What follows belongs to an exercise in optimizing a design on an open flow for small area; a production flow would make more cautious choices.
No run shown here included a check of the RTL's function; only the layout flow was run.
Power is estimated from default activity; no workload was simulated.

==> flow/design.v, too long to show whole: its modules and the start of the top module <==
// module dc_out_cal: 141 lines
// module dc_cal_arith: 655 lines
module dc_out_cal #(
    parameter int NUM_CH    = 2,
    parameter int IN_W      = 16,
    parameter int DAC_W     = 12,
    parameter int SLOPE_W   = 16,
    parameter int CAL_SCALE = 11,
    parameter int IN_SHIFT  = 3,
    parameter int STEP_W    = 12
) (
    input  logic                      clk,
    input  logic                      reset,
    input  logic                      sample_tick,
    input  logic [NUM_CH-1:0]         enable,
    input  logic [NUM_CH*IN_W-1:0]    dc_ofs,
    input  logic [NUM_CH*SLOPE_W-1:0] slope,
    input  logic [NUM_CH*DAC_W-1:0]   intercept,
    input  logic                      clip_clr,
    input  logic [STEP_W-1:0]         slew_step,
    output logic [NUM_CH*DAC_W-1:0]   dac_word,
    output logic                      dac_valid,
    output logic [NUM_CH-1:0]         clip
);
  // ...
==> flow/flow/run.sh <==
#!/bin/bash
# Own layout flow: the standard synthesis, then a polarity clean-up of the full adders in
# its netlist (fapol.py: fewer inverters, same registers, same function), then the standard flow's
# standard layout steps from the clean netlist on.  Each tool's output goes to its own log
# in this folder.
set -euo pipefail
W=$(pwd)
R=$W/orfs/results/$FLOW_PLATFORM/dc_out_cal/base
bash standard.sh synth > "$W/flow_synth.log" 2>&1
cp "$R/1_2_yosys.v" "$W/1_2_yosys.standard.v"
python3 "$W/flow/fapol.py" "$W/1_2_yosys.standard.v" "$W/1_2_yosys.fapol.v" > "$W/flow_fapol.log" 2>&1
cp "$W/1_2_yosys.fapol.v" "$R/1_2_yosys.v"
touch "$R/1_2_yosys.v"
rm -f "$R/1_synth.odb"
# Port buffers: a small plain buffer on every input and output port (the standard flow picks
# a delay buffer).
bash standard.sh finish "BUFFER_PORTS_ARGS=-buffer_cell sky130_fd_sc_hd__buf_1" > "$W/flow_finish.log" 2>&1
==> flow/standard.sh <==
#!/bin/bash
# synth_recipe.tcl (not shown) runs the flow's synth.tcl, then flattens the netlist and writes it again
# the make line also repeats each setting of config.mk as NAME=value (left out here)
make -C /OpenROAD-flow-scripts/flow DESIGN_CONFIG=/design/flow/config.mk WORK_HOME=/design/flow/orfs CLKGATE_MAP_FILE= SYNTH_SCRIPT=/design/flow/synth_recipe.tcl "${@:-finish}"
==> flow/config.mk <==
export PLATFORM = sky130hd
export DESIGN_NAME = dc_out_cal
export DESIGN_NICKNAME = dc_out_cal
export VERILOG_FILES = /design/flow/design.v
export SDC_FILE = /design/flow/constraint.sdc
export NUM_CORES = 4
export LEC_CHECK = 0
export CAP_MARGIN = 20
export CORE_MARGIN = 2
export CORE_UTILIZATION = 40
export CTS_BUF_LIST = sky130_fd_sc_hd__clkbuf_4 sky130_fd_sc_hd__clkbuf_8
export CTS_CLUSTER_SIZE = 10
export GPL_TIMING_DRIVEN = 0
export SETUP_SLACK_MARGIN = 0.05
export SLEW_MARGIN = 20
==> flow/constraint.sdc <==
create_clock -name core_clock -period 7.0 [get_ports {clk}]
set_input_delay 1.4000 -clock core_clock [delete_from_list [all_inputs] [get_ports {clk}]]
set_output_delay 1.4000 -clock core_clock [all_outputs]
set_load 0.01 [all_outputs]
Not shown: flow/flow/fapol.py
==> results.txt, run 1 <==
* Mean Syn Cell Area at roughly 9.7 um2
* Crit path arrival time at 7010 ps
* Sw Pwr at 4751 uW
* Mapped cell area at 16270 um2
* Worst slew pin tran at 662.1 ps
* Crit path top cell by count: fa_2
* Ant diodes at 0
* Top pwr grp: combinational logic
* Status: no timing/DRC/antenna violations
* Internal at 4800 uW
* CTS max path bufs at 2
* Initial antenna violation count at 0
* Fmax at 0.1468 GHz
* Hold Path Class: reg -> reg
* Setup TNS at 0 ps
* Max Slew Vio Count at 0
* CP max stage delay at around 600 ps
* # port buffers at 126
* Fin crit share at 0.9729
* Clock buffers at 10
* Number of core rows at 73
* WHS Path Cells at 0
* Req. time, crit path at 7200 ps
* Seq/total area at 0.1290
* Met2 usage at 0.3694
* Clk sinks at 112
* Hold Buf Count CTS at 0
* Power Combinational at 7890 uW
==> module dc_out_cal, before the edit <==
module dc_out_cal #(
    parameter int NUM_CH    = 2,
    parameter int IN_W      = 16,
    parameter int DAC_W     = 12,
    parameter int SLOPE_W   = 16,
    parameter int CAL_SCALE = 11,
    parameter int IN_SHIFT  = 3,
    parameter int STEP_W    = 12
) (
    input  logic                      clk,
    input  logic                      reset,
    input  logic                      sample_tick,
    input  logic [NUM_CH-1:0]         enable,
    input  logic [NUM_CH*IN_W-1:0]    dc_ofs,
    input  logic [NUM_CH*SLOPE_W-1:0] slope,
    input  logic [NUM_CH*DAC_W-1:0]   intercept,
    input  logic                      clip_clr,
    input  logic [STEP_W-1:0]         slew_step,
    output logic [NUM_CH*DAC_W-1:0]   dac_word,
    output logic                      dac_valid,
    output logic [NUM_CH-1:0]         clip
);
    localparam int S_W    = IN_W - IN_SHIFT;           
    localparam logic [DAC_W-1:0] MID_CODE = {1'b1, {(DAC_W - 1){1'b0}}};
    logic v1_reg, v2_reg, v3_reg, dac_valid_reg;
    always_ff @(posedge clk or posedge reset) begin
        if (reset) begin
            v1_reg        <= 1'b0;
            v2_reg        <= 1'b0;
            v3_reg        <= 1'b0;
            dac_valid_reg <= 1'b0;
        end else begin
            v1_reg        <= sample_tick;
            v2_reg        <= v1_reg;
            v3_reg        <= v2_reg;
            dac_valid_reg <= v3_reg;
        end
    end
    assign dac_valid = dac_valid_reg;
    genvar gi;
    generate
        for (gi = 0; gi < NUM_CH; gi++) begin : g_lane
            logic [17:0]      u;
            logic             neg, over;
            logic [DAC_W-1:0] tgt;
            logic             sat;
            dc_cal_arith u_arith (
                .a(dc_ofs[gi*IN_W + IN_SHIFT +: S_W]),
                .b(slope[gi*SLOPE_W +: SLOPE_W]),
                .c(intercept[gi*DAC_W +: DAC_W] ^ MID_CODE),
                .q(u)
            );
            always_comb begin
                neg  = u[17];
                over = |u[16:DAC_W];
            end
            logic [DAC_W-1:0] u1_reg, tgt2_reg, tgt3_reg;
            logic             neg1_reg, over1_reg, en1_reg, sat2_reg, sat3_reg;
            always_comb begin
                sat = neg1_reg | over1_reg;
                tgt = neg1_reg ? '0 : (over1_reg ? '1 : u1_reg);
                if (!en1_reg) begin
                    sat    = 1'b1;
                    tgt[0] = 1'b1;
                    tgt[1] = 1'b0;
                end
            end
            always_ff @(posedge clk) begin
                u1_reg    <= u[DAC_W-1:0];
                neg1_reg  <= neg;
                over1_reg <= over;
                en1_reg   <= enable[gi];
                tgt2_reg  <= tgt;
                sat2_reg  <= sat;
                tgt3_reg  <= tgt2_reg;
                sat3_reg  <= sat2_reg;
            end
            logic             en3;
            logic             upd;
            logic [DAC_W-1:0] code_reg;
            logic             clip_reg;
            logic [DAC_W:0]   ch, cl;      
            logic [DAC_W-1:0] hi, lo;      
            logic [DAC_W:0]   gh, gl;      
            logic             nz, chi, clo;
            logic [DAC_W/2-1:0] hs [2], ls [2];
            logic [DAC_W/2:0]   hc [2], lc [2];
            logic [DAC_W-1:0] code_next;
            always_comb begin
                en3   = ~(sat3_reg & tgt3_reg[0] & ~tgt3_reg[1]);
                upd   = v3_reg & en3;
                ch[0] = 1'b0;
                cl[0] = 1'b1;
                for (int i = 0; i < DAC_W / 2; i++) begin
                    hi[i]   = code_reg[i] ^ slew_step[i] ^ ch[i];
                    ch[i+1] = (code_reg[i] & slew_step[i]) | (ch[i] & (code_reg[i] ^ slew_step[i]));
                    lo[i]   = code_reg[i] ^ ~slew_step[i] ^ cl[i];
                    cl[i+1] = (code_reg[i] & ~slew_step[i]) | (cl[i] & (code_reg[i] ^ ~slew_step[i]));
                end
                for (int c = 0; c < 2; c++) begin
                    hc[c][0] = c[0];
                    lc[c][0] = c[0];
                    for (int i = 0; i < DAC_W / 2; i++) begin
                        hs[c][i]   = code_reg[i+DAC_W/2] ^ slew_step[i+DAC_W/2] ^ hc[c][i];
                        hc[c][i+1] = (code_reg[i+DAC_W/2] & slew_step[i+DAC_W/2])
                                   | (hc[c][i] & (code_reg[i+DAC_W/2] ^ slew_step[i+DAC_W/2]));
                        ls[c][i]   = code_reg[i+DAC_W/2] ^ ~slew_step[i+DAC_W/2] ^ lc[c][i];
                        lc[c][i+1] = (code_reg[i+DAC_W/2] & ~slew_step[i+DAC_W/2])
                                   | (lc[c][i] & (code_reg[i+DAC_W/2] ^ ~slew_step[i+DAC_W/2]));
                    end
                end
                hi[DAC_W-1:DAC_W/2] = ch[DAC_W/2] ? hs[1] : hs[0];
                ch[DAC_W]           = ch[DAC_W/2] ? hc[1][DAC_W/2] : hc[0][DAC_W/2];
                lo[DAC_W-1:DAC_W/2] = cl[DAC_W/2] ? ls[1] : ls[0];
                cl[DAC_W]           = cl[DAC_W/2] ? lc[1][DAC_W/2] : lc[0][DAC_W/2];
                gh[0] = 1'b0;
                gl[0] = 1'b0;
                for (int i = 0; i < DAC_W; i++) begin
                    gh[i+1] = (tgt3_reg[i] & ~hi[i]) | (gh[i] & (tgt3_reg[i] | ~hi[i]));
                    gl[i+1] = (~tgt3_reg[i] & lo[i]) | (gl[i] & (~tgt3_reg[i] | lo[i]));
                end
                nz        = slew_step != '0;
                chi       = nz & ~ch[DAC_W] & gh[DAC_W];
                clo       = nz & cl[DAC_W] & gl[DAC_W];
                code_next = chi ? hi : (clo ? lo : tgt3_reg);
            end
            always_ff @(posedge clk or posedge reset) begin
                if (reset) begin
                    code_reg <= MID_CODE;
                    clip_reg <= 1'b0;
                end else begin
                    if (upd)
                        code_reg <= code_next;
                    clip_reg <= (clip_reg & ~clip_clr) | (upd & sat3_reg);
                end
            end
            assign dac_word[gi*DAC_W +: DAC_W] = code_reg;
            assign clip[gi]                    = clip_reg;
        end
    endgenerate
endmodule
==> module dc_cal_arith, before the edit <==
module dc_cal_arith (
    input  logic [12:0] a,
    input  logic [15:0] b,
    input  logic [11:0] c,
    output logic [17:0] q
);
    wire w0 = (a[0] & b[0]);
    wire w1 = (a[0] & b[1]);
    wire w2 = (a[0] & b[2]);
    wire w3 = (a[0] & b[3]);
    wire w4 = (a[0] & b[4]);
    wire w5 = (a[0] & b[5]);
    wire w6 = (a[0] & b[6]);
    wire w7 = (a[0] & b[7]);
    wire w8 = (a[0] & b[8]);
    wire w9 = (a[0] & b[9]);
    wire w10 = (a[0] & b[10]);
    wire w11 = (a[0] & b[11]);
    wire w12 = (a[0] & b[12]);
    wire w13 = (a[0] & b[13]);
    wire w14 = (a[0] & b[14]);
    wire w15 = ~(a[0] & b[15]);
    wire w16 = (a[1] & b[0]);
    wire w17 = (a[1] & b[1]);
    wire w18 = (a[1] & b[2]);
    wire w19 = (a[1] & b[3]);
    wire w20 = (a[1] & b[4]);
    wire w21 = (a[1] & b[5]);
    wire w22 = (a[1] & b[6]);
    wire w23 = (a[1] & b[7]);
    wire w24 = (a[1] & b[8]);
    wire w25 = (a[1] & b[9]);
    wire w26 = (a[1] & b[10]);
    wire w27 = (a[1] & b[11]);
    wire w28 = (a[1] & b[12]);
    wire w29 = (a[1] & b[13]);
    wire w30 = (a[1] & b[14]);
    wire w31 = ~(a[1] & b[15]);
    wire w32 = (a[2] & b[0]);
    wire w33 = (a[2] & b[1]);
    wire w34 = (a[2] & b[2]);
    wire w35 = (a[2] & b[3]);
    wire w36 = (a[2] & b[4]);
    wire w37 = (a[2] & b[5]);
    wire w38 = (a[2] & b[6]);
    wire w39 = (a[2] & b[7]);
    wire w40 = (a[2] & b[8]);
    wire w41 = (a[2] & b[9]);
    wire w42 = (a[2] & b[10]);
    wire w43 = (a[2] & b[11]);
    wire w44 = (a[2] & b[12]);
    wire w45 = (a[2] & b[13]);
    wire w46 = (a[2] & b[14]);
    wire w47 = ~(a[2] & b[15]);
    wire w48 = (a[3] & b[0]);
    wire w49 = (a[3] & b[1]);
    wire w50 = (a[3] & b[2]);
    wire w51 = (a[3] & b[3]);
    wire w52 = (a[3] & b[4]);
    wire w53 = (a[3] & b[5]);
    wire w54 = (a[3] & b[6]);
    wire w55 = (a[3] & b[7]);
    wire w56 = (a[3] & b[8]);
    wire w57 = (a[3] & b[9]);
    wire w58 = (a[3] & b[10]);
    wire w59 = (a[3] & b[11]);
    wire w60 = (a[3] & b[12]);
    wire w61 = (a[3] & b[13]);
    wire w62 = (a[3] & b[14]);
    wire w63 = ~(a[3] & b[15]);
    wire w64 = (a[4] & b[0]);
    wire w65 = (a[4] & b[1]);
    wire w66 = (a[4] & b[2]);
    wire w67 = (a[4] & b[3]);
    wire w68 = (a[4] & b[4]);
    wire w69 = (a[4] & b[5]);
    wire w70 = (a[4] & b[6]);
    wire w71 = (a[4] & b[7]);
    wire w72 = (a[4] & b[8]);
    wire w73 = (a[4] & b[9]);
    wire w74 = (a[4] & b[10]);
    wire w75 = (a[4] & b[11]);
    wire w76 = (a[4] & b[12]);
    wire w77 = (a[4] & b[13]);
    wire w78 = (a[4] & b[14]);
    wire w79 = ~(a[4] & b[15]);
    wire w80 = (a[5] & b[0]);
    wire w81 = (a[5] & b[1]);
    wire w82 = (a[5] & b[2]);
    wire w83 = (a[5] & b[3]);
    wire w84 = (a[5] & b[4]);
    wire w85 = (a[5] & b[5]);
    wire w86 = (a[5] & b[6]);
    wire w87 = (a[5] & b[7]);
    wire w88 = (a[5] & b[8]);
    wire w89 = (a[5] & b[9]);
    wire w90 = (a[5] & b[10]);
    wire w91 = (a[5] & b[11]);
    wire w92 = (a[5] & b[12]);
    wire w93 = (a[5] & b[13]);
    wire w94 = (a[5] & b[14]);
    wire w95 = ~(a[5] & b[15]);
    wire w96 = (a[6] & b[0]);
    wire w97 = (a[6] & b[1]);
    wire w98 = (a[6] & b[2]);
    wire w99 = (a[6] & b[3]);
    wire w100 = (a[6] & b[4]);
    wire w101 = (a[6] & b[5]);
    wire w102 = (a[6] & b[6]);
    wire w103 = (a[6] & b[7]);
    wire w104 = (a[6] & b[8]);
    wire w105 = (a[6] & b[9]);
    wire w106 = (a[6] & b[10]);
    wire w107 = (a[6] & b[11]);
    wire w108 = (a[6] & b[12]);
    wire w109 = (a[6] & b[13]);
    wire w110 = (a[6] & b[14]);
    wire w111 = ~(a[6] & b[15]);
    wire w112 = (a[7] & b[0]);
    wire w113 = (a[7] & b[1]);
    wire w114 = (a[7] & b[2]);
    wire w115 = (a[7] & b[3]);
    wire w116 = (a[7] & b[4]);
    wire w117 = (a[7] & b[5]);
    wire w118 = (a[7] & b[6]);
    wire w119 = (a[7] & b[7]);
    wire w120 = (a[7] & b[8]);
    wire w121 = (a[7] & b[9]);
    wire w122 = (a[7] & b[10]);
    wire w123 = (a[7] & b[11]);
    wire w124 = (a[7] & b[12]);
    wire w125 = (a[7] & b[13]);
    wire w126 = (a[7] & b[14]);
    wire w127 = ~(a[7] & b[15]);
    wire w128 = (a[8] & b[0]);
    wire w129 = (a[8] & b[1]);
    wire w130 = (a[8] & b[2]);
    wire w131 = (a[8] & b[3]);
    wire w132 = (a[8] & b[4]);
    wire w133 = (a[8] & b[5]);
    wire w134 = (a[8] & b[6]);
    wire w135 = (a[8] & b[7]);
    wire w136 = (a[8] & b[8]);
    wire w137 = (a[8] & b[9]);
    wire w138 = (a[8] & b[10]);
    wire w139 = (a[8] & b[11]);
    wire w140 = (a[8] & b[12]);
    wire w141 = (a[8] & b[13]);
    wire w142 = (a[8] & b[14]);
    wire w143 = ~(a[8] & b[15]);
    wire w144 = (a[9] & b[0]);
    wire w145 = (a[9] & b[1]);
    wire w146 = (a[9] & b[2]);
    wire w147 = (a[9] & b[3]);
    wire w148 = (a[9] & b[4]);
    wire w149 = (a[9] & b[5]);
    wire w150 = (a[9] & b[6]);
    wire w151 = (a[9] & b[7]);
    wire w152 = (a[9] & b[8]);
    wire w153 = (a[9] & b[9]);
    wire w154 = (a[9] & b[10]);
    wire w155 = (a[9] & b[11]);
    wire w156 = (a[9] & b[12]);
    wire w157 = (a[9] & b[13]);
    wire w158 = (a[9] & b[14]);
    wire w159 = ~(a[9] & b[15]);
    wire w160 = (a[10] & b[0]);
    wire w161 = (a[10] & b[1]);
    wire w162 = (a[10] & b[2]);
    wire w163 = (a[10] & b[3]);
    wire w164 = (a[10] & b[4]);
    wire w165 = (a[10] & b[5]);
    wire w166 = (a[10] & b[6]);
    wire w167 = (a[10] & b[7]);
    wire w168 = (a[10] & b[8]);
    wire w169 = (a[10] & b[9]);
    wire w170 = (a[10] & b[10]);
    wire w171 = (a[10] & b[11]);
    wire w172 = (a[10] & b[12]);
    wire w173 = (a[10] & b[13]);
    wire w174 = (a[10] & b[14]);
    wire w175 = ~(a[10] & b[15]);
    wire w176 = (a[11] & b[0]);
    wire w177 = (a[11] & b[1]);
    wire w178 = (a[11] & b[2]);
    wire w179 = (a[11] & b[3]);
    wire w180 = (a[11] & b[4]);
    wire w181 = (a[11] & b[5]);
    wire w182 = (a[11] & b[6]);
    wire w183 = (a[11] & b[7]);
    wire w184 = (a[11] & b[8]);
    wire w185 = (a[11] & b[9]);
    wire w186 = (a[11] & b[10]);
    wire w187 = (a[11] & b[11]);
    wire w188 = (a[11] & b[12]);
    wire w189 = (a[11] & b[13]);
    wire w190 = (a[11] & b[14]);
    wire w191 = ~(a[11] & b[15]);
    wire w192 = ~(a[12] & b[0]);
    wire w193 = ~(a[12] & b[1]);
    wire w194 = ~(a[12] & b[2]);
    wire w195 = ~(a[12] & b[3]);
    wire w196 = ~(a[12] & b[4]);
    wire w197 = ~(a[12] & b[5]);
    wire w198 = ~(a[12] & b[6]);
    wire w199 = ~(a[12] & b[7]);
    wire w200 = ~(a[12] & b[8]);
    wire w201 = ~(a[12] & b[9]);
    wire w202 = ~(a[12] & b[10]);
    wire w203 = ~(a[12] & b[11]);
    wire w204 = ~(a[12] & b[12]);
    wire w205 = ~(a[12] & b[13]);
    wire w206 = ~(a[12] & b[14]);
    wire w207 = (a[12] & b[15]);
    wire w208 = w2 ^ w17;
    wire w209 = w2 & w17;
    wire w210 = w3 ^ w18 ^ w33;
    wire w211 = (w3 & w18) | (w33 & (w3 ^ w18));
    wire w212 = w48 ^ w209;
    wire w213 = w48 & w209;
    wire w214 = w4 ^ w19 ^ w34;
    wire w215 = (w4 & w19) | (w34 & (w4 ^ w19));
    wire w216 = w49 ^ w64 ^ w211;
    wire w217 = (w49 & w64) | (w211 & (w49 ^ w64));
    wire w218 = w214 ^ w213;
    wire w219 = w214 & w213;
    wire w220 = w5 ^ w20 ^ w35;
    wire w221 = (w5 & w20) | (w35 & (w5 ^ w20));
    wire w222 = w50 ^ w65 ^ w80;
    wire w223 = (w50 & w65) | (w80 & (w50 ^ w65));
    wire w224 = w215 ^ w220 ^ w222;
    wire w225 = (w215 & w220) | (w222 & (w215 ^ w220));
    wire w226 = w217 ^ w219;
    wire w227 = w217 & w219;
    wire w228 = w6 ^ w21 ^ w36;
    wire w229 = (w6 & w21) | (w36 & (w6 ^ w21));
    wire w230 = w51 ^ w66 ^ w81;
    wire w231 = (w51 & w66) | (w81 & (w51 ^ w66));
    wire w232 = w96 ^ w221 ^ w223;
    wire w233 = (w96 & w221) | (w223 & (w96 ^ w221));
    wire w234 = w228 ^ w230 ^ w232;
    wire w235 = (w228 & w230) | (w232 & (w228 ^ w230));
    wire w236 = w225 ^ w227;
    wire w237 = w225 & w227;
    wire w238 = w7 ^ w22 ^ w37;
    wire w239 = (w7 & w22) | (w37 & (w7 ^ w22));
    wire w240 = w52 ^ w67 ^ w82;
    wire w241 = (w52 & w67) | (w82 & (w52 ^ w67));
    wire w242 = w97 ^ w112 ^ w229;
    wire w243 = (w97 & w112) | (w229 & (w97 ^ w112));
    wire w244 = w231 ^ w238 ^ w240;
    wire w245 = (w231 & w238) | (w240 & (w231 ^ w238));
    wire w246 = w233 ^ w242 ^ w244;
    wire w247 = (w233 & w242) | (w244 & (w233 ^ w242));
    wire w248 = w235 ^ w237;
    wire w249 = w235 & w237;
    wire w250 = w8 ^ w23 ^ w38;
    wire w251 = (w8 & w23) | (w38 & (w8 ^ w23));
    wire w252 = w53 ^ w68 ^ w83;
    wire w253 = (w53 & w68) | (w83 & (w53 ^ w68));
    wire w254 = w98 ^ w113 ^ w128;
    wire w255 = (w98 & w113) | (w128 & (w98 ^ w113));
    wire w256 = w239 ^ w241 ^ w250;
    wire w257 = (w239 & w241) | (w250 & (w239 ^ w241));
    wire w258 = w252 ^ w254 ^ w243;
    wire w259 = (w252 & w254) | (w243 & (w252 ^ w254));
    wire w260 = w245 ^ w256 ^ w258;
    wire w261 = (w245 & w256) | (w258 & (w245 ^ w256));
    wire w262 = w247 ^ w249;
    wire w263 = w247 & w249;
    wire w264 = w9 ^ w24 ^ w39;
    wire w265 = (w9 & w24) | (w39 & (w9 ^ w24));
    wire w266 = w54 ^ w69 ^ w84;
    wire w267 = (w54 & w69) | (w84 & (w54 ^ w69));
    wire w268 = w99 ^ w114 ^ w129;
    wire w269 = (w99 & w114) | (w129 & (w99 ^ w114));
    wire w270 = w144 ^ w251 ^ w253;
    wire w271 = (w144 & w251) | (w253 & (w144 ^ w251));
    wire w272 = w255 ^ w264 ^ w266;
    wire w273 = (w255 & w264) | (w266 & (w255 ^ w264));
    wire w274 = w268 ^ w270 ^ w257;
    wire w275 = (w268 & w270) | (w257 & (w268 ^ w270));
    wire w276 = w272 ^ w259 ^ w274;
    wire w277 = (w272 & w259) | (w274 & (w272 ^ w259));
    wire w278 = w261 ^ w276;
    wire w279 = w261 & w276;
    wire w280 = w10 ^ w25 ^ w40;
    wire w281 = (w10 & w25) | (w40 & (w10 ^ w25));
    wire w282 = w55 ^ w70 ^ w85;
    wire w283 = (w55 & w70) | (w85 & (w55 ^ w70));
    wire w284 = w100 ^ w115 ^ w130;
    wire w285 = (w100 & w115) | (w130 & (w100 ^ w115));
    wire w286 = w145 ^ w160 ^ w265;
    wire w287 = (w145 & w160) | (w265 & (w145 ^ w160));
    wire w288 = w267 ^ w269 ^ w280;
    wire w289 = (w267 & w269) | (w280 & (w267 ^ w269));
    wire w290 = w282 ^ w284 ^ w271;
    wire w291 = (w282 & w284) | (w271 & (w282 ^ w284));
    wire w292 = w286 ^ w273 ^ w288;
    wire w293 = (w286 & w273) | (w288 & (w286 ^ w273));
    wire w294 = w275 ^ w290 ^ w292;
    wire w295 = (w275 & w290) | (w292 & (w275 ^ w290));
    wire w296 = w277 ^ w294;
    wire w297 = w277 & w294;
    wire w298 = c[0] ^ w11 ^ w26;
    wire w299 = (c[0] & w11) | (w26 & (c[0] ^ w11));
    wire w300 = w41 ^ w56 ^ w71;
    wire w301 = (w41 & w56) | (w71 & (w41 ^ w56));
    wire w302 = w86 ^ w101 ^ w116;
    wire w303 = (w86 & w101) | (w116 & (w86 ^ w101));
    wire w304 = w131 ^ w146 ^ w161;
    wire w305 = (w131 & w146) | (w161 & (w131 ^ w146));
    wire w306 = w176 ^ w281 ^ w283;
    wire w307 = (w176 & w281) | (w283 & (w176 ^ w281));
    wire w308 = w285 ^ w298 ^ w300;
    wire w309 = (w285 & w298) | (w300 & (w285 ^ w298));
    wire w310 = w302 ^ w304 ^ w287;
    wire w311 = (w302 & w304) | (w287 & (w302 ^ w304));
    wire w312 = w306 ^ w289 ^ w308;
    wire w313 = (w306 & w289) | (w308 & (w306 ^ w289));
    wire w314 = w291 ^ w310 ^ w293;
    wire w315 = (w291 & w310) | (w293 & (w291 ^ w310));
    wire w316 = w312 ^ w295 ^ w314;
    wire w317 = (w312 & w295) | (w314 & (w312 ^ w295));
    wire w318 = c[1] ^ 1'b1 ^ w12;
    wire w319 = (c[1] & 1'b1) | (w12 & (c[1] ^ 1'b1));
    wire w320 = w27 ^ w42 ^ w57;
    wire w321 = (w27 & w42) | (w57 & (w27 ^ w42));
    wire w322 = w72 ^ w87 ^ w102;
    wire w323 = (w72 & w87) | (w102 & (w72 ^ w87));
    wire w324 = w117 ^ w132 ^ w147;
    wire w325 = (w117 & w132) | (w147 & (w117 ^ w132));
    wire w326 = w162 ^ w177 ^ w192;
    wire w327 = (w162 & w177) | (w192 & (w162 ^ w177));
    wire w328 = w299 ^ w301 ^ w303;
    wire w329 = (w299 & w301) | (w303 & (w299 ^ w301));
    wire w330 = w305 ^ w318 ^ w320;
    wire w331 = (w305 & w318) | (w320 & (w305 ^ w318));
    wire w332 = w322 ^ w324 ^ w326;
    wire w333 = (w322 & w324) | (w326 & (w322 ^ w324));
    wire w334 = w307 ^ w328 ^ w309;
    wire w335 = (w307 & w328) | (w309 & (w307 ^ w328));
    wire w336 = w330 ^ w332 ^ w311;
    wire w337 = (w330 & w332) | (w311 & (w330 ^ w332));
    wire w338 = w313 ^ w334 ^ w336;
    wire w339 = (w313 & w334) | (w336 & (w313 ^ w334));
    wire w340 = w315 ^ w338;
    wire w341 = w315 & w338;
    wire w342 = c[2] ^ w13 ^ w28;
    wire w343 = (c[2] & w13) | (w28 & (c[2] ^ w13));
    wire w344 = w43 ^ w58 ^ w73;
    wire w345 = (w43 & w58) | (w73 & (w43 ^ w58));
    wire w346 = w88 ^ w103 ^ w118;
    wire w347 = (w88 & w103) | (w118 & (w88 ^ w103));
    wire w348 = w133 ^ w148 ^ w163;
    wire w349 = (w133 & w148) | (w163 & (w133 ^ w148));
    wire w350 = w178 ^ w193 ^ w319;
    wire w351 = (w178 & w193) | (w319 & (w178 ^ w193));
    wire w352 = w321 ^ w323 ^ w325;
    wire w353 = (w321 & w323) | (w325 & (w321 ^ w323));
    wire w354 = w327 ^ w342 ^ w344;
    wire w355 = (w327 & w342) | (w344 & (w327 ^ w342));
    wire w356 = w346 ^ w348 ^ w329;
    wire w357 = (w346 & w348) | (w329 & (w346 ^ w348));
    wire w358 = w350 ^ w352 ^ w331;
    wire w359 = (w350 & w352) | (w331 & (w350 ^ w352));
    wire w360 = w333 ^ w354 ^ w335;
    wire w361 = (w333 & w354) | (w335 & (w333 ^ w354));
    wire w362 = w356 ^ w358 ^ w337;
    wire w363 = (w356 & w358) | (w337 & (w356 ^ w358));
    wire w364 = w360 ^ w339 ^ w362;
    wire w365 = (w360 & w339) | (w362 & (w360 ^ w339));
    wire w366 = c[3] ^ w14 ^ w29;
    wire w367 = (c[3] & w14) | (w29 & (c[3] ^ w14));
    wire w368 = w44 ^ w59 ^ w74;
    wire w369 = (w44 & w59) | (w74 & (w44 ^ w59));
    wire w370 = w89 ^ w104 ^ w119;
    wire w371 = (w89 & w104) | (w119 & (w89 ^ w104));
    wire w372 = w134 ^ w149 ^ w164;
    wire w373 = (w134 & w149) | (w164 & (w134 ^ w149));
    wire w374 = w179 ^ w194 ^ w343;
    wire w375 = (w179 & w194) | (w343 & (w179 ^ w194));
    wire w376 = w345 ^ w347 ^ w349;
    wire w377 = (w345 & w347) | (w349 & (w345 ^ w347));
    wire w378 = w366 ^ w368 ^ w370;
    wire w379 = (w366 & w368) | (w370 & (w366 ^ w368));
    wire w380 = w372 ^ w351 ^ w353;
    wire w381 = (w372 & w351) | (w353 & (w372 ^ w351));
    wire w382 = w374 ^ w376 ^ w355;
    wire w383 = (w374 & w376) | (w355 & (w374 ^ w376));
    wire w384 = w378 ^ w357 ^ w359;
    wire w385 = (w378 & w357) | (w359 & (w378 ^ w357));
    wire w386 = w380 ^ w382 ^ w361;
    wire w387 = (w380 & w382) | (w361 & (w380 ^ w382));
    wire w388 = w384 ^ w363 ^ w386;
    wire w389 = (w384 & w363) | (w386 & (w384 ^ w363));
    wire w390 = c[4] ^ 1'b1 ^ w15;
    wire w391 = (c[4] & 1'b1) | (w15 & (c[4] ^ 1'b1));
    wire w392 = w30 ^ w45 ^ w60;
    wire w393 = (w30 & w45) | (w60 & (w30 ^ w45));
    wire w394 = w75 ^ w90 ^ w105;
    wire w395 = (w75 & w90) | (w105 & (w75 ^ w90));
    wire w396 = w120 ^ w135 ^ w150;
    wire w397 = (w120 & w135) | (w150 & (w120 ^ w135));
    wire w398 = w165 ^ w180 ^ w195;
    wire w399 = (w165 & w180) | (w195 & (w165 ^ w180));
    wire w400 = w367 ^ w369 ^ w371;
    wire w401 = (w367 & w369) | (w371 & (w367 ^ w369));
    wire w402 = w373 ^ w390 ^ w392;
    wire w403 = (w373 & w390) | (w392 & (w373 ^ w390));
    wire w404 = w394 ^ w396 ^ w398;
    wire w405 = (w394 & w396) | (w398 & (w394 ^ w396));
    wire w406 = w375 ^ w377 ^ w400;
    wire w407 = (w375 & w377) | (w400 & (w375 ^ w377));
    wire w408 = w379 ^ w402 ^ w404;
    wire w409 = (w379 & w402) | (w404 & (w379 ^ w402));
    wire w410 = w381 ^ w383 ^ w406;
    wire w411 = (w381 & w383) | (w406 & (w381 ^ w383));
    wire w412 = w408 ^ w385 ^ w410;
    wire w413 = (w408 & w385) | (w410 & (w408 ^ w385));
    wire w414 = w387 ^ w412;
    wire w415 = w387 & w412;
    wire w416 = c[5] ^ w31 ^ w46;
    wire w417 = (c[5] & w31) | (w46 & (c[5] ^ w31));
    wire w418 = w61 ^ w76 ^ w91;
    wire w419 = (w61 & w76) | (w91 & (w61 ^ w76));
    wire w420 = w106 ^ w121 ^ w136;
    wire w421 = (w106 & w121) | (w136 & (w106 ^ w121));
    wire w422 = w151 ^ w166 ^ w181;
    wire w423 = (w151 & w166) | (w181 & (w151 ^ w166));
    wire w424 = w196 ^ w391 ^ w393;
    wire w425 = (w196 & w391) | (w393 & (w196 ^ w391));
    wire w426 = w395 ^ w397 ^ w399;
    wire w427 = (w395 & w397) | (w399 & (w395 ^ w397));
    wire w428 = w416 ^ w418 ^ w420;
    wire w429 = (w416 & w418) | (w420 & (w416 ^ w418));
    wire w430 = w422 ^ w401 ^ w424;
    wire w431 = (w422 & w401) | (w424 & (w422 ^ w401));
    wire w432 = w426 ^ w403 ^ w405;
    wire w433 = (w426 & w403) | (w405 & (w426 ^ w403));
    wire w434 = w428 ^ w407 ^ w409;
    wire w435 = (w428 & w407) | (w409 & (w428 ^ w407));
    wire w436 = w430 ^ w432 ^ w411;
    wire w437 = (w430 & w432) | (w411 & (w430 ^ w432));
    wire w438 = w434 ^ w436 ^ w413;
    wire w439 = (w434 & w436) | (w413 & (w434 ^ w436));
    wire w440 = c[6] ^ w47 ^ w62;
    wire w441 = (c[6] & w47) | (w62 & (c[6] ^ w47));
    wire w442 = w77 ^ w92 ^ w107;
    wire w443 = (w77 & w92) | (w107 & (w77 ^ w92));
    wire w444 = w122 ^ w137 ^ w152;
    wire w445 = (w122 & w137) | (w152 & (w122 ^ w137));
    wire w446 = w167 ^ w182 ^ w197;
    wire w447 = (w167 & w182) | (w197 & (w167 ^ w182));
    wire w448 = w417 ^ w419 ^ w421;
    wire w449 = (w417 & w419) | (w421 & (w417 ^ w419));
    wire w450 = w423 ^ w440 ^ w442;
    wire w451 = (w423 & w440) | (w442 & (w423 ^ w440));
    wire w452 = w444 ^ w446 ^ w425;
    wire w453 = (w444 & w446) | (w425 & (w444 ^ w446));
    wire w454 = w427 ^ w448 ^ w429;
    wire w455 = (w427 & w448) | (w429 & (w427 ^ w448));
    wire w456 = w450 ^ w431 ^ w433;
    wire w457 = (w450 & w431) | (w433 & (w450 ^ w431));
    wire w458 = w452 ^ w454 ^ w435;
    wire w459 = (w452 & w454) | (w435 & (w452 ^ w454));
    wire w460 = w456 ^ w437 ^ w458;
    wire w461 = (w456 & w437) | (w458 & (w456 ^ w437));
    wire w462 = c[7] ^ w63 ^ w78;
    wire w463 = (c[7] & w63) | (w78 & (c[7] ^ w63));
    wire w464 = w93 ^ w108 ^ w123;
    wire w465 = (w93 & w108) | (w123 & (w93 ^ w108));
    wire w466 = w138 ^ w153 ^ w168;
    wire w467 = (w138 & w153) | (w168 & (w138 ^ w153));
    wire w468 = w183 ^ w198 ^ w441;
    wire w469 = (w183 & w198) | (w441 & (w183 ^ w198));
    wire w470 = w443 ^ w445 ^ w447;
    wire w471 = (w443 & w445) | (w447 & (w443 ^ w445));
    wire w472 = w462 ^ w464 ^ w466;
    wire w473 = (w462 & w464) | (w466 & (w462 ^ w464));
    wire w474 = w449 ^ w468 ^ w470;
    wire w475 = (w449 & w468) | (w470 & (w449 ^ w468));
    wire w476 = w451 ^ w472 ^ w453;
    wire w477 = (w451 & w472) | (w453 & (w451 ^ w472));
    wire w478 = w455 ^ w474 ^ w457;
    wire w479 = (w455 & w474) | (w457 & (w455 ^ w474));
    wire w480 = w476 ^ w459 ^ w478;
    wire w481 = (w476 & w459) | (w478 & (w476 ^ w459));
    wire w482 = c[8] ^ w79 ^ w94;
    wire w483 = (c[8] & w79) | (w94 & (c[8] ^ w79));
    wire w484 = w109 ^ w124 ^ w139;
    wire w485 = (w109 & w124) | (w139 & (w109 ^ w124));
    wire w486 = w154 ^ w169 ^ w184;
    wire w487 = (w154 & w169) | (w184 & (w154 ^ w169));
    wire w488 = w199 ^ w463 ^ w465;
    wire w489 = (w199 & w463) | (w465 & (w199 ^ w463));
    wire w490 = w467 ^ w482 ^ w484;
    wire w491 = (w467 & w482) | (w484 & (w467 ^ w482));
    wire w492 = w486 ^ w469 ^ w471;
    wire w493 = (w486 & w469) | (w471 & (w486 ^ w469));
    wire w494 = w488 ^ w473 ^ w490;
    wire w495 = (w488 & w473) | (w490 & (w488 ^ w473));
    wire w496 = w475 ^ w492 ^ w494;
    wire w497 = (w475 & w492) | (w494 & (w475 ^ w492));
    wire w498 = w477 ^ w496 ^ w479;
    wire w499 = (w477 & w496) | (w479 & (w477 ^ w496));
    wire w500 = c[9] ^ w95 ^ w110;
    wire w501 = (c[9] & w95) | (w110 & (c[9] ^ w95));
    wire w502 = w125 ^ w140 ^ w155;
    wire w503 = (w125 & w140) | (w155 & (w125 ^ w140));
    wire w504 = w170 ^ w185 ^ w200;
    wire w505 = (w170 & w185) | (w200 & (w170 ^ w185));
    wire w506 = w483 ^ w485 ^ w487;
    wire w507 = (w483 & w485) | (w487 & (w483 ^ w485));
    wire w508 = w500 ^ w502 ^ w504;
    wire w509 = (w500 & w502) | (w504 & (w500 ^ w502));
    wire w510 = w489 ^ w506 ^ w491;
    wire w511 = (w489 & w506) | (w491 & (w489 ^ w506));
    wire w512 = w508 ^ w493 ^ w495;
    wire w513 = (w508 & w493) | (w495 & (w508 ^ w493));
    wire w514 = w510 ^ w497 ^ w512;
    wire w515 = (w510 & w497) | (w512 & (w510 ^ w497));
    wire w516 = c[10] ^ w111 ^ w126;
    wire w517 = (c[10] & w111) | (w126 & (c[10] ^ w111));
    wire w518 = w141 ^ w156 ^ w171;
    wire w519 = (w141 & w156) | (w171 & (w141 ^ w156));
    wire w520 = w186 ^ w201 ^ w501;
    wire w521 = (w186 & w201) | (w501 & (w186 ^ w201));
    wire w522 = w503 ^ w505 ^ w516;
    wire w523 = (w503 & w505) | (w516 & (w503 ^ w505));
    wire w524 = w518 ^ w507 ^ w520;
    wire w525 = (w518 & w507) | (w520 & (w518 ^ w507));
    wire w526 = w509 ^ w522 ^ w511;
    wire w527 = (w509 & w522) | (w511 & (w509 ^ w522));
    wire w528 = w524 ^ w513 ^ w526;
    wire w529 = (w524 & w513) | (w526 & (w524 ^ w513));
    wire w530 = c[11] ^ w127 ^ w142;
    wire w531 = (c[11] & w127) | (w142 & (c[11] ^ w127));
    wire w532 = w157 ^ w172 ^ w187;
    wire w533 = (w157 & w172) | (w187 & (w157 ^ w172));
    wire w534 = w202 ^ w517 ^ w519;
    wire w535 = (w202 & w517) | (w519 & (w202 ^ w517));
    wire w536 = w530 ^ w532 ^ w521;
    wire w537 = (w530 & w532) | (w521 & (w530 ^ w532));
    wire w538 = w534 ^ w523 ^ w525;
    wire w539 = (w534 & w523) | (w525 & (w534 ^ w523));
    wire w540 = w536 ^ w527 ^ w538;
    wire w541 = (w536 & w527) | (w538 & (w536 ^ w527));
    wire w542 = w143 ^ w158 ^ w173;
    wire w543 = (w143 & w158) | (w173 & (w143 ^ w158));
    wire w544 = w188 ^ w203 ^ w531;
    wire w545 = (w188 & w203) | (w531 & (w188 ^ w203));
    wire w546 = w533 ^ w542 ^ w535;
    wire w547 = (w533 & w542) | (w535 & (w533 ^ w542));
    wire w548 = w544 ^ w537 ^ w546;
    wire w549 = (w544 & w537) | (w546 & (w544 ^ w537));
    wire w550 = w539 ^ w548;
    wire w551 = w539 & w548;
    wire w552 = w159 ^ w174 ^ w189;
    wire w553 = (w159 & w174) | (w189 & (w159 ^ w174));
    wire w554 = w204 ^ w543 ^ w552;
    wire w555 = (w204 & w543) | (w552 & (w204 ^ w543));
    wire w556 = w545 ^ w554 ^ w547;
    wire w557 = (w545 & w554) | (w547 & (w545 ^ w554));
    wire w558 = w549 ^ w556;
    wire w559 = w549 & w556;
    wire w560 = w175 ^ w190 ^ w205;
    wire w561 = (w175 & w190) | (w205 & (w175 ^ w190));
    wire w562 = w553 ^ w560 ^ w555;
    wire w563 = (w553 & w560) | (w555 & (w553 ^ w560));
    wire w564 = w562 ^ w557;
    wire w565 = w562 & w557;
    wire w566 = w191 ^ w206 ^ w561;
    wire w567 = (w191 & w206) | (w561 & (w191 ^ w206));
    wire w568 = w566 ^ w563;
    wire w569 = w566 & w563;
    wire w570 = w207 ^ w567;
    wire w571 = w207 & w567;
    wire [28:0] ra = {1'b1, w570, w568, w564, w558, w550, w529, w515, w514, w498, w461, w439, w415, w389, w365, w341, w317, w297, w279, w263, w260, w246, w234, w224, w218, w210, w32, w1, w0};
    wire [28:0] rb = {w571, w569, w565, w559, w551, w541, w540, w528, w499, w481, w480, w460, w438, w414, w388, w364, w340, w316, w296, w278, w262, w248, w236, w226, w216, w212, w208, w16, 1'b0};
    wire lc0 = (ra[0] & rb[0]) | (1'b0 & (ra[0] | rb[0]));
    wire lc1 = (ra[1] & rb[1]) | (lc0 & (ra[1] | rb[1]));
    wire lc2 = (ra[2] & rb[2]) | (lc1 & (ra[2] | rb[2]));
    wire lc3 = (ra[3] & rb[3]) | (lc2 & (ra[3] | rb[3]));
    wire lc4 = (ra[4] & rb[4]) | (lc3 & (ra[4] | rb[4]));
    wire lc5 = (ra[5] & rb[5]) | (lc4 & (ra[5] | rb[5]));
    wire lc6 = (ra[6] & rb[6]) | (lc5 & (ra[6] | rb[6]));
    wire lc7 = (ra[7] & rb[7]) | (lc6 & (ra[7] | rb[7]));
    wire lc8 = (ra[8] & rb[8]) | (lc7 & (ra[8] | rb[8]));
    wire lc9 = (ra[9] & rb[9]) | (lc8 & (ra[9] | rb[9]));
    wire lc10 = (ra[10] & rb[10]) | (lc9 & (ra[10] | rb[10]));
    wire cin = lc10;
    wire [17:0] pg_p = ra[28:11] ^ rb[28:11];
    wire [17:0] pg_g = ra[28:11] & rb[28:11];
    wire pg_G0 = pg_g[0] | (pg_p[0] & cin);
    wire pg_G1 = pg_g[2] | (pg_p[2] & pg_g[1]);
    wire pg_P1 = pg_p[2] & pg_p[1];
    wire pg_G2 = pg_g[4] | (pg_p[4] & pg_g[3]);
    wire pg_P2 = pg_p[4] & pg_p[3];
    wire pg_G3 = pg_g[6] | (pg_p[6] & pg_g[5]);
    wire pg_P3 = pg_p[6] & pg_p[5];
    wire pg_G4 = pg_g[8] | (pg_p[8] & pg_g[7]);
    wire pg_P4 = pg_p[8] & pg_p[7];
    wire pg_G5 = pg_g[10] | (pg_p[10] & pg_g[9]);
    wire pg_P5 = pg_p[10] & pg_p[9];
    wire pg_G6 = pg_g[12] | (pg_p[12] & pg_g[11]);
    wire pg_P6 = pg_p[12] & pg_p[11];
    wire pg_G7 = pg_g[14] | (pg_p[14] & pg_g[13]);
    wire pg_P7 = pg_p[14] & pg_p[13];
    wire pg_G8 = pg_g[16] | (pg_p[16] & pg_g[15]);
    wire pg_P8 = pg_p[16] & pg_p[15];
    wire pg_G9 = pg_G1 | (pg_P1 & pg_G0);
    wire pg_G10 = pg_G3 | (pg_P3 & pg_G2);
    wire pg_P10 = pg_P3 & pg_P2;
    wire pg_G11 = pg_G5 | (pg_P5 & pg_G4);
    wire pg_P11 = pg_P5 & pg_P4;
    wire pg_G12 = pg_G7 | (pg_P7 & pg_G6);
    wire pg_P12 = pg_P7 & pg_P6;
    wire pg_G13 = pg_G10 | (pg_P10 & pg_G9);
    wire pg_G14 = pg_G12 | (pg_P12 & pg_G11);
    wire pg_P14 = pg_P12 & pg_P11;
    wire pg_G15 = pg_G14 | (pg_P14 & pg_G13);
    wire pg_G16 = pg_G11 | (pg_P11 & pg_G13);
    wire pg_G17 = pg_G2 | (pg_P2 & pg_G9);
    wire pg_G18 = pg_G4 | (pg_P4 & pg_G13);
    wire pg_G19 = pg_G6 | (pg_P6 & pg_G16);
    wire pg_G20 = pg_G8 | (pg_P8 & pg_G15);
    wire pg_G21 = pg_g[1] | (pg_p[1] & pg_G0);
    wire pg_G22 = pg_g[3] | (pg_p[3] & pg_G9);
    wire pg_G23 = pg_g[5] | (pg_p[5] & pg_G17);
    wire pg_G24 = pg_g[7] | (pg_p[7] & pg_G13);
    wire pg_G25 = pg_g[9] | (pg_p[9] & pg_G18);
    wire pg_G26 = pg_g[11] | (pg_p[11] & pg_G16);
    wire pg_G27 = pg_g[13] | (pg_p[13] & pg_G19);
    wire pg_G28 = pg_g[15] | (pg_p[15] & pg_G15);
    wire pg_G29 = pg_g[17] | (pg_p[17] & pg_G20);
    assign q[0] = pg_p[0] ^ cin;
    assign q[1] = pg_p[1] ^ pg_G0;
    assign q[2] = pg_p[2] ^ pg_G21;
    assign q[3] = pg_p[3] ^ pg_G9;
    assign q[4] = pg_p[4] ^ pg_G22;
    assign q[5] = pg_p[5] ^ pg_G17;
    assign q[6] = pg_p[6] ^ pg_G23;
    assign q[7] = pg_p[7] ^ pg_G13;
    assign q[8] = pg_p[8] ^ pg_G24;
    assign q[9] = pg_p[9] ^ pg_G18;
    assign q[10] = pg_p[10] ^ pg_G25;
    assign q[11] = pg_p[11] ^ pg_G16;
    assign q[12] = pg_p[12] ^ pg_G26;
    assign q[13] = pg_p[13] ^ pg_G19;
    assign q[14] = pg_p[14] ^ pg_G27;
    assign q[15] = pg_p[15] ^ pg_G15;
    assign q[16] = pg_p[16] ^ pg_G28;
    assign q[17] = pg_p[17] ^ pg_G20;
endmodule
==> run 2, diff against run 1 <==
--- a/flow/design.v
+++ b/flow/design.v
@@ -55,11 +55,12 @@
                 over = |u[16:DAC_W];
             end
             logic [DAC_W-1:0] u1_reg, tgt2_reg, tgt3_reg;
-            logic             neg1_reg, over1_reg, en1_reg, sat2_reg, sat3_reg;
+            logic             neg1_reg, over1_reg, en1, sat2_reg, sat3_reg;
+            assign en1 = ~(neg1_reg & ~over1_reg);
             always_comb begin
                 sat = neg1_reg | over1_reg;
                 tgt = neg1_reg ? '0 : (over1_reg ? '1 : u1_reg);
-                if (!en1_reg) begin
+                if (!en1) begin
                     sat    = 1'b1;
                     tgt[0] = 1'b1;
                     tgt[1] = 1'b0;
@@ -67,9 +68,8 @@
             end
             always_ff @(posedge clk) begin
                 u1_reg    <= u[DAC_W-1:0];
-                neg1_reg  <= neg;
-                over1_reg <= over;
-                en1_reg   <= enable[gi];
+                neg1_reg  <= neg | ~enable[gi];
+                over1_reg <= over & enable[gi];
                 tgt2_reg  <= tgt;
                 sat2_reg  <= sat;
                 tgt3_reg  <= tgt2_reg;
@@ -83,39 +83,19 @@
             logic [DAC_W-1:0] hi, lo;      
             logic [DAC_W:0]   gh, gl;      
             logic             nz, chi, clo;
-            logic [DAC_W/2-1:0] hs [2], ls [2];
-            logic [DAC_W/2:0]   hc [2], lc [2];
             logic [DAC_W-1:0] code_next;
             always_comb begin
                 en3   = ~(sat3_reg & tgt3_reg[0] & ~tgt3_reg[1]);
                 upd   = v3_reg & en3;
                 ch[0] = 1'b0;
                 cl[0] = 1'b1;
-                for (int i = 0; i < DAC_W / 2; i++) begin
+                gh[0] = 1'b0;
+                gl[0] = 1'b0;
+                for (int i = 0; i < DAC_W; i++) begin
                     hi[i]   = code_reg[i] ^ slew_step[i] ^ ch[i];
                     ch[i+1] = (code_reg[i] & slew_step[i]) | (ch[i] & (code_reg[i] ^ slew_step[i]));
                     lo[i]   = code_reg[i] ^ ~slew_step[i] ^ cl[i];
                     cl[i+1] = (code_reg[i] & ~slew_step[i]) | (cl[i] & (code_reg[i] ^ ~slew_step[i]));
-                end
-                for (int c = 0; c < 2; c++) begin
-                    hc[c][0] = c[0];
-                    lc[c][0] = c[0];
-                    for (int i = 0; i < DAC_W / 2; i++) begin
-                        hs[c][i]   = code_reg[i+DAC_W/2] ^ slew_step[i+DAC_W/2] ^ hc[c][i];
-                        hc[c][i+1] = (code_reg[i+DAC_W/2] & slew_step[i+DAC_W/2])
-                                   | (hc[c][i] & (code_reg[i+DAC_W/2] ^ slew_step[i+DAC_W/2]));
-                        ls[c][i]   = code_reg[i+DAC_W/2] ^ ~slew_step[i+DAC_W/2] ^ lc[c][i];
-                        lc[c][i+1] = (code_reg[i+DAC_W/2] & ~slew_step[i+DAC_W/2])
-                                   | (lc[c][i] & (code_reg[i+DAC_W/2] ^ ~slew_step[i+DAC_W/2]));
-                    end
-                end
-                hi[DAC_W-1:DAC_W/2] = ch[DAC_W/2] ? hs[1] : hs[0];
-                ch[DAC_W]           = ch[DAC_W/2] ? hc[1][DAC_W/2] : hc[0][DAC_W/2];
-                lo[DAC_W-1:DAC_W/2] = cl[DAC_W/2] ? ls[1] : ls[0];
-                cl[DAC_W]           = cl[DAC_W/2] ? lc[1][DAC_W/2] : lc[0][DAC_W/2];
-                gh[0] = 1'b0;
-                gl[0] = 1'b0;
-                for (int i = 0; i < DAC_W; i++) begin
                     gh[i+1] = (tgt3_reg[i] & ~hi[i]) | (gh[i] & (tgt3_reg[i] | ~hi[i]));
                     gl[i+1] = (~tgt3_reg[i] & lo[i]) | (gl[i] & (~tgt3_reg[i] | lo[i]));
                 end
@@ -750,47 +730,61 @@
     wire pg_P7 = pg_p[14] & pg_p[13];
     wire pg_G8 = pg_g[16] | (pg_p[16] & pg_g[15]);
     wire pg_P8 = pg_p[16] & pg_p[15];
-    wire pg_G9 = pg_G1 | (pg_P1 & pg_G0);
-    wire pg_G10 = pg_G3 | (pg_P3 & pg_G2);
-    wire pg_P10 = pg_P3 & pg_P2;
-    wire pg_G11 = pg_G5 | (pg_P5 & pg_G4);
-    wire pg_P11 = pg_P5 & pg_P4;
-    wire pg_G12 = pg_G7 | (pg_P7 & pg_G6);
-    wire pg_P12 = pg_P7 & pg_P6;
-    wire pg_G13 = pg_G10 | (pg_P10 & pg_G9);
-    wire pg_G14 = pg_G12 | (pg_P12 & pg_G11);
-    wire pg_P14 = pg_P12 & pg_P11;
-    wire pg_G15 = pg_G14 | (pg_P14 & pg_G13);
-    wire pg_G16 = pg_G11 | (pg_P11 & pg_G13);
-    wire pg_G17 = pg_G2 | (pg_P2 & pg_G9);
-    wire pg_G18 = pg_G4 | (pg_P4 & pg_G13);
-    wire pg_G19 = pg_G6 | (pg_P6 & pg_G16);
-    wire pg_G20 = pg_G8 | (pg_P8 & pg_G15);
-    wire pg_G21 = pg_g[1] | (pg_p[1] & pg_G0);
-    wire pg_G22 = pg_g[3] | (pg_p[3] & pg_G9);
-    wire pg_G23 = pg_g[5] | (pg_p[5] & pg_G17);
-    wire pg_G24 = pg_g[7] | (pg_p[7] & pg_G13);
-    wire pg_G25 = pg_g[9] | (pg_p[9] & pg_G18);
-    wire pg_G26 = pg_g[11] | (pg_p[11] & pg_G16);
-    wire pg_G27 = pg_g[13] | (pg_p[13] & pg_G19);
-    wire pg_G28 = pg_g[15] | (pg_p[15] & pg_G15);
-    wire pg_G29 = pg_g[17] | (pg_p[17] & pg_G20);
+    wire pg_G9 = pg_g[1] | (pg_p[1] & pg_G0);
+    wire pg_G10 = pg_G1 | (pg_P1 & pg_G0);
+    wire pg_G11 = pg_g[5] | (pg_p[5] & pg_G2);
+    wire pg_P11 = pg_p[5] & pg_P2;
+    wire pg_G12 = pg_G3 | (pg_P3 & pg_G2);
+    wire pg_P12 = pg_P3 & pg_P2;
+    wire pg_G13 = pg_g[9] | (pg_p[9] & pg_G4);
+    wire pg_P13 = pg_p[9] & pg_P4;
+    wire pg_G14 = pg_G5 | (pg_P5 & pg_G4);
+    wire pg_P14 = pg_P5 & pg_P4;
+    wire pg_G15 = pg_g[13] | (pg_p[13] & pg_G6);
+    wire pg_P15 = pg_p[13] & pg_P6;
+    wire pg_G16 = pg_G7 | (pg_P7 & pg_G6);
+    wire pg_P16 = pg_P7 & pg_P6;
+    wire pg_G17 = pg_g[17] | (pg_p[17] & pg_G8);
+    wire pg_P17 = pg_p[17] & pg_P8;
+    wire pg_G18 = pg_g[3] | (pg_p[3] & pg_G10);
+    wire pg_G19 = pg_G2 | (pg_P2 & pg_G10);
+    wire pg_G20 = pg_G11 | (pg_P11 & pg_G10);
+    wire pg_G21 = pg_G12 | (pg_P12 & pg_G10);
+    wire pg_G22 = pg_g[11] | (pg_p[11] & pg_G14);
+    wire pg_P22 = pg_p[11] & pg_P14;
+    wire pg_G23 = pg_G6 | (pg_P6 & pg_G14);
+    wire pg_P23 = pg_P6 & pg_P14;
+    wire pg_G24 = pg_G15 | (pg_P15 & pg_G14);
+    wire pg_P24 = pg_P15 & pg_P14;
+    wire pg_G25 = pg_G16 | (pg_P16 & pg_G14);
+    wire pg_P25 = pg_P16 & pg_P14;
+    wire pg_G26 = pg_g[7] | (pg_p[7] & pg_G21);
+    wire pg_G27 = pg_G4 | (pg_P4 & pg_G21);
+    wire pg_G28 = pg_G13 | (pg_P13 & pg_G21);
+    wire pg_G29 = pg_G14 | (pg_P14 & pg_G21);
+    wire pg_G30 = pg_G22 | (pg_P22 & pg_G21);
+    wire pg_G31 = pg_G23 | (pg_P23 & pg_G21);
+    wire pg_G32 = pg_G24 | (pg_P24 & pg_G21);
+    wire pg_G33 = pg_G25 | (pg_P25 & pg_G21);
+    wire pg_G34 = pg_g[15] | (pg_p[15] & pg_G33);
+    wire pg_G35 = pg_G8 | (pg_P8 & pg_G33);
+    wire pg_G36 = pg_G17 | (pg_P17 & pg_G33);
     assign q[0] = pg_p[0] ^ cin;
     assign q[1] = pg_p[1] ^ pg_G0;
-    assign q[2] = pg_p[2] ^ pg_G21;
-    assign q[3] = pg_p[3] ^ pg_G9;
-    assign q[4] = pg_p[4] ^ pg_G22;
-    assign q[5] = pg_p[5] ^ pg_G17;
-    assign q[6] = pg_p[6] ^ pg_G23;
-    assign q[7] = pg_p[7] ^ pg_G13;
-    assign q[8] = pg_p[8] ^ pg_G24;
-    assign q[9] = pg_p[9] ^ pg_G18;
-    assign q[10] = pg_p[10] ^ pg_G25;
-    assign q[11] = pg_p[11] ^ pg_G16;
-    assign q[12] = pg_p[12] ^ pg_G26;
-    assign q[13] = pg_p[13] ^ pg_G19;
-    assign q[14] = pg_p[14] ^ pg_G27;
-    assign q[15] = pg_p[15] ^ pg_G15;
-    assign q[16] = pg_p[16] ^ pg_G28;
-    assign q[17] = pg_p[17] ^ pg_G20;
+    assign q[2] = pg_p[2] ^ pg_G9;
+    assign q[3] = pg_p[3] ^ pg_G10;
+    assign q[4] = pg_p[4] ^ pg_G18;
+    assign q[5] = pg_p[5] ^ pg_G19;
+    assign q[6] = pg_p[6] ^ pg_G20;
+    assign q[7] = pg_p[7] ^ pg_G21;
+    assign q[8] = pg_p[8] ^ pg_G26;
+    assign q[9] = pg_p[9] ^ pg_G27;
+    assign q[10] = pg_p[10] ^ pg_G28;
+    assign q[11] = pg_p[11] ^ pg_G29;
+    assign q[12] = pg_p[12] ^ pg_G30;
+    assign q[13] = pg_p[13] ^ pg_G31;
+    assign q[14] = pg_p[14] ^ pg_G32;
+    assign q[15] = pg_p[15] ^ pg_G33;
+    assign q[16] = pg_p[16] ^ pg_G34;
+    assign q[17] = pg_p[17] ^ pg_G35;
 endmodule
==> run 2 against run 1 <==
Compared with the run above:
- now fails the layout checks on setup timing
- sequential power fell by 6%
- global-route usage shrank 0.39 points
- via count down 1.3%
- synthesized cell count down 4.1%
- cell area increased by 2.5%
- worst hold slack lost 7.6 ps
- first-iteration DRC count down 20%
- maximum frequency decreased by 3.0%
- clock power fell by 11%
- register-to-register slack worse by 50 ps
- flip-flop and latch count shrank 2
- die area is 1.8% lower
- critical path type unchanged
- largest power group unchanged
==> results.txt, run 2 <==
* Status: finished with violations
* Layout Check Failures: setup timing
* CP Launch Point: dc_ofs[20]
* Worst-Skew Late Latency at just under 400 ps
* Tot GR Track Use at 0.2225
* Layout Cells excl Fill at 2357
* Crit end category: flip-flop
* Hold Buf Count CTS at 0 (unchanged)
* DP HPWL at 35520 um
* Hold Path Class: reg -> reg
* Most common cell after layout, fill and taps aside: nand2_1
* R2R Path Start: g_lane[0].code_reg[0]
* Fmax at 0.1425 GHz (-3.0%)
* Clk sinks at 110 (-1.8%)
* Commonest cells after routing, fill and taps aside: 381 x nand2_1, 345 x fa_1, 105 x inv_1, 96 x nor2_1, 92 x buf_4
* Worst slew pin tran at 719.9 ps (+57.81 ps)
* Nets at 2333
* CTS Buf Count at 9
* Mean Syn Cell Area at 9.951 um2 (+2.3%)
* Syn-to-layout area delta at 19.19%
* Req. time, crit path at 7260 ps (+60 ps)
* Fin crit share at 1.003 (+0.02992)
* H-tree level count at 3
* Tmin final at 7020 ps
* Fillers at 3697
* Crit path arrival time at 7280 ps (+270 ps)
* CTS tree: done
* Die Span Y at 203.8 um
* Rel. slew slack at 0.5194
* Worst hold slack at 321.0 ps
* DRT Pass-1 Iters at 7
* WL final at between 40000 and 50000 um
* Largest net degree at the start of global routing at 31
* Max Slew Vio Count at 0 (unchanged)
* Antenna viol nets, final at 0
* DR iter-0 viols at 822
* Hold_sp: g_lane[1].tgt2_reg[5]
* Synth warn at 1
* Total grt overflow at 0
* First-pass GRT wire length at between 70000 and 80000 um
* Fin worst setup slack at -19.58 ps
* IO Count at 133
* DP Area at between 15000 and 20000 um2
* Via density at 5.277
* CP Launch Type: input pin
* MaxCap Viol Count at 0
* Finished Cell Area at approximately 19000 um2
* Peak supply drop at approximately 0.33 mV
* Initial Util at 0.4038
* Final-report setup violation count at 1
* Layout cell share with drive strength beyond 1 at 0.1823
* Mapped cell area at 15970 um2 (-1.9%)
* Routability cong. at 0.9215
* Worst Path Buf+Inv at 4
* CP max stage delay at 580 ps (-20 ps)
* Leak pwr at 0.007611 uW
* DRC viols at 0
* CP Class: in -> reg
* Cells after synthesis at 1605
* Ant diodes at 0 (unchanged)
* CTS max path bufs at 2 (unchanged)
* Initial antenna violation count at 0 (unchanged)
* RSZ-0062 raised after global routing: true
* # port buffers at 126 (unchanged)
* Vias in the first global route at 13600
* Via count at between 10000 and 15000
* Placed Cells at 2256
* Die area at 41540 um2
* Root Buffer: clkbuf_8
* Worst clock skew at 19.76 ps
* Syn Nets at 2111
* CP delay by family, top: adder cells
* Average wire per standard cell at 19.06 um
* Hold violation count in the final report at 0
* Die X at 203.8 um
* Number of core rows at 73 (unchanged)
* Critical-path top delay cell: fa_2
* Power Dens Cells at 450.2 nW/um2
* CP max FO at 4
* Clk slew on worst S/H paths at 110 ps
* CORE AREA at 39550 um2
## run 2: worst register-to-register path, cell delays in order, from the launching register on
cell and delay [ps]:
dfrtp_1 450, and2b_1 230, fa_1 160, inv_1 50
fa_1 380, fa_1 410, fa_1 400, fa_2 350
fa_2 350, fa_1 390, fa_1 390, fa_1 360
inv_1 80, fa_2 200, fa_2 490, a221oi_2 240
a221o_2 180, nand2b_2 100, buf_8 170, mux2_4 300
a221o_1 310
## run 2: what timing repair did
item | CTS | global route
pin swaps | 39 | 47
gates cloned | 1 | 1
setup buffers | 43 | 42
gates resized for setup | 243 | 143
endpoints found under the setup margin | 26 | 25
## run 2: layout make-up
class                   count  area (um2)  area share
inverters                 107       401.6     0.02110
repair buffers            210        1364     0.07164
flip-flops and latches    110        2355      0.1237
multi-input cells        1317       13240      0.6956
plain buffers              72       833.3     0.04377
clock buffers              10       131.4    0.006901
well taps                 525       656.9     0.03451
clock inverters             6       53.80    0.002826
## run 2: path summary, 6_finish.rpt
kind,end,depth (start not counted),slack (ps)
worst max-delay path,g_lane[1].over1_reg,29,-20
worst min-delay path,g_lane[1].tgt3_reg[5],0,320
worst max register to register,g_lane[0].code_reg[4],20,920
worst min register to register,g_lane[1].tgt3_reg[5],0,320
max in group asynchronous,g_lane[0].code_reg[10],2,5430
min in group asynchronous,dac_valid_reg,2,1090
## run 2: metrics by stage
step                total power (uW)  setup WS (ps)  TNS, ps  utilization
global placement                7396          -1809   -19410       0.4335
floorplan                       6178          52.99        0            -
global route                    9588         -188.5   -364.4       0.4814
CTS                             8336         -167.2   -329.5       0.4651
detailed placement              7605          -1818   -21260       0.4335
finish                          8570         -19.58   -19.58       0.4814
## run 2: metal layers
| metal | wire, um | share of wire | GRT usage | vias to the layer above |
|---|---|---|---|---|
| li1 | - | - | - | 5481 |
| met1 | 19200 | 0.43 | 0.3065 | 6295 |
| met2 | 20850 | 0.46 | 0.3597 | 572 |
| met3 | 3792 | 0.084 | 0.04353 | 91 |
| met4 | 1083 | 0.024 | 0.06100 | 0 |
| met5 | 0 | 0 | 0 | - |
## run 2: where the power goes
part	switching [uW]	total (uW)	internal, uW
registers	203	1180	976
logic	3720	7020	3310
clock network	226	366	141

## port drivers added, routing unchanged
In the flow no input, the clock included, has a driving cell. The finished layouts below were timed again as built, in two steps. Step 1 sets driving cells, clkbuf_16 on the clock port and buf_2 on the other inputs (assumed; they add their load-dependent delay and slew). Step 2 times the ports against the registers' clock, not the clock port: input delays grow and output delays shrink by t, the midpoint of the rising clock arrivals with the driver on. a / b / c = no drivers / after step 1 / after step 2; a / b = the first two.
| run | t, ns | setup WS [ns] | slew at the worst register clock pin (ns) |
|---|---|---|---|
| run 1 | 0.436 | 0.190 / 0.187 / -0.249 | 0.12 / 0.12 |
| run 2 | 0.420 | -0.020 / -0.043 / -0.463 | 0.11 / 0.11 |
With both steps, setup timing fails in run 1, where it was met with ideal ports. For run 2, which loses most, drivers alone change the setup slack by -0.023 ns; drivers and shift together by -0.443 ns.
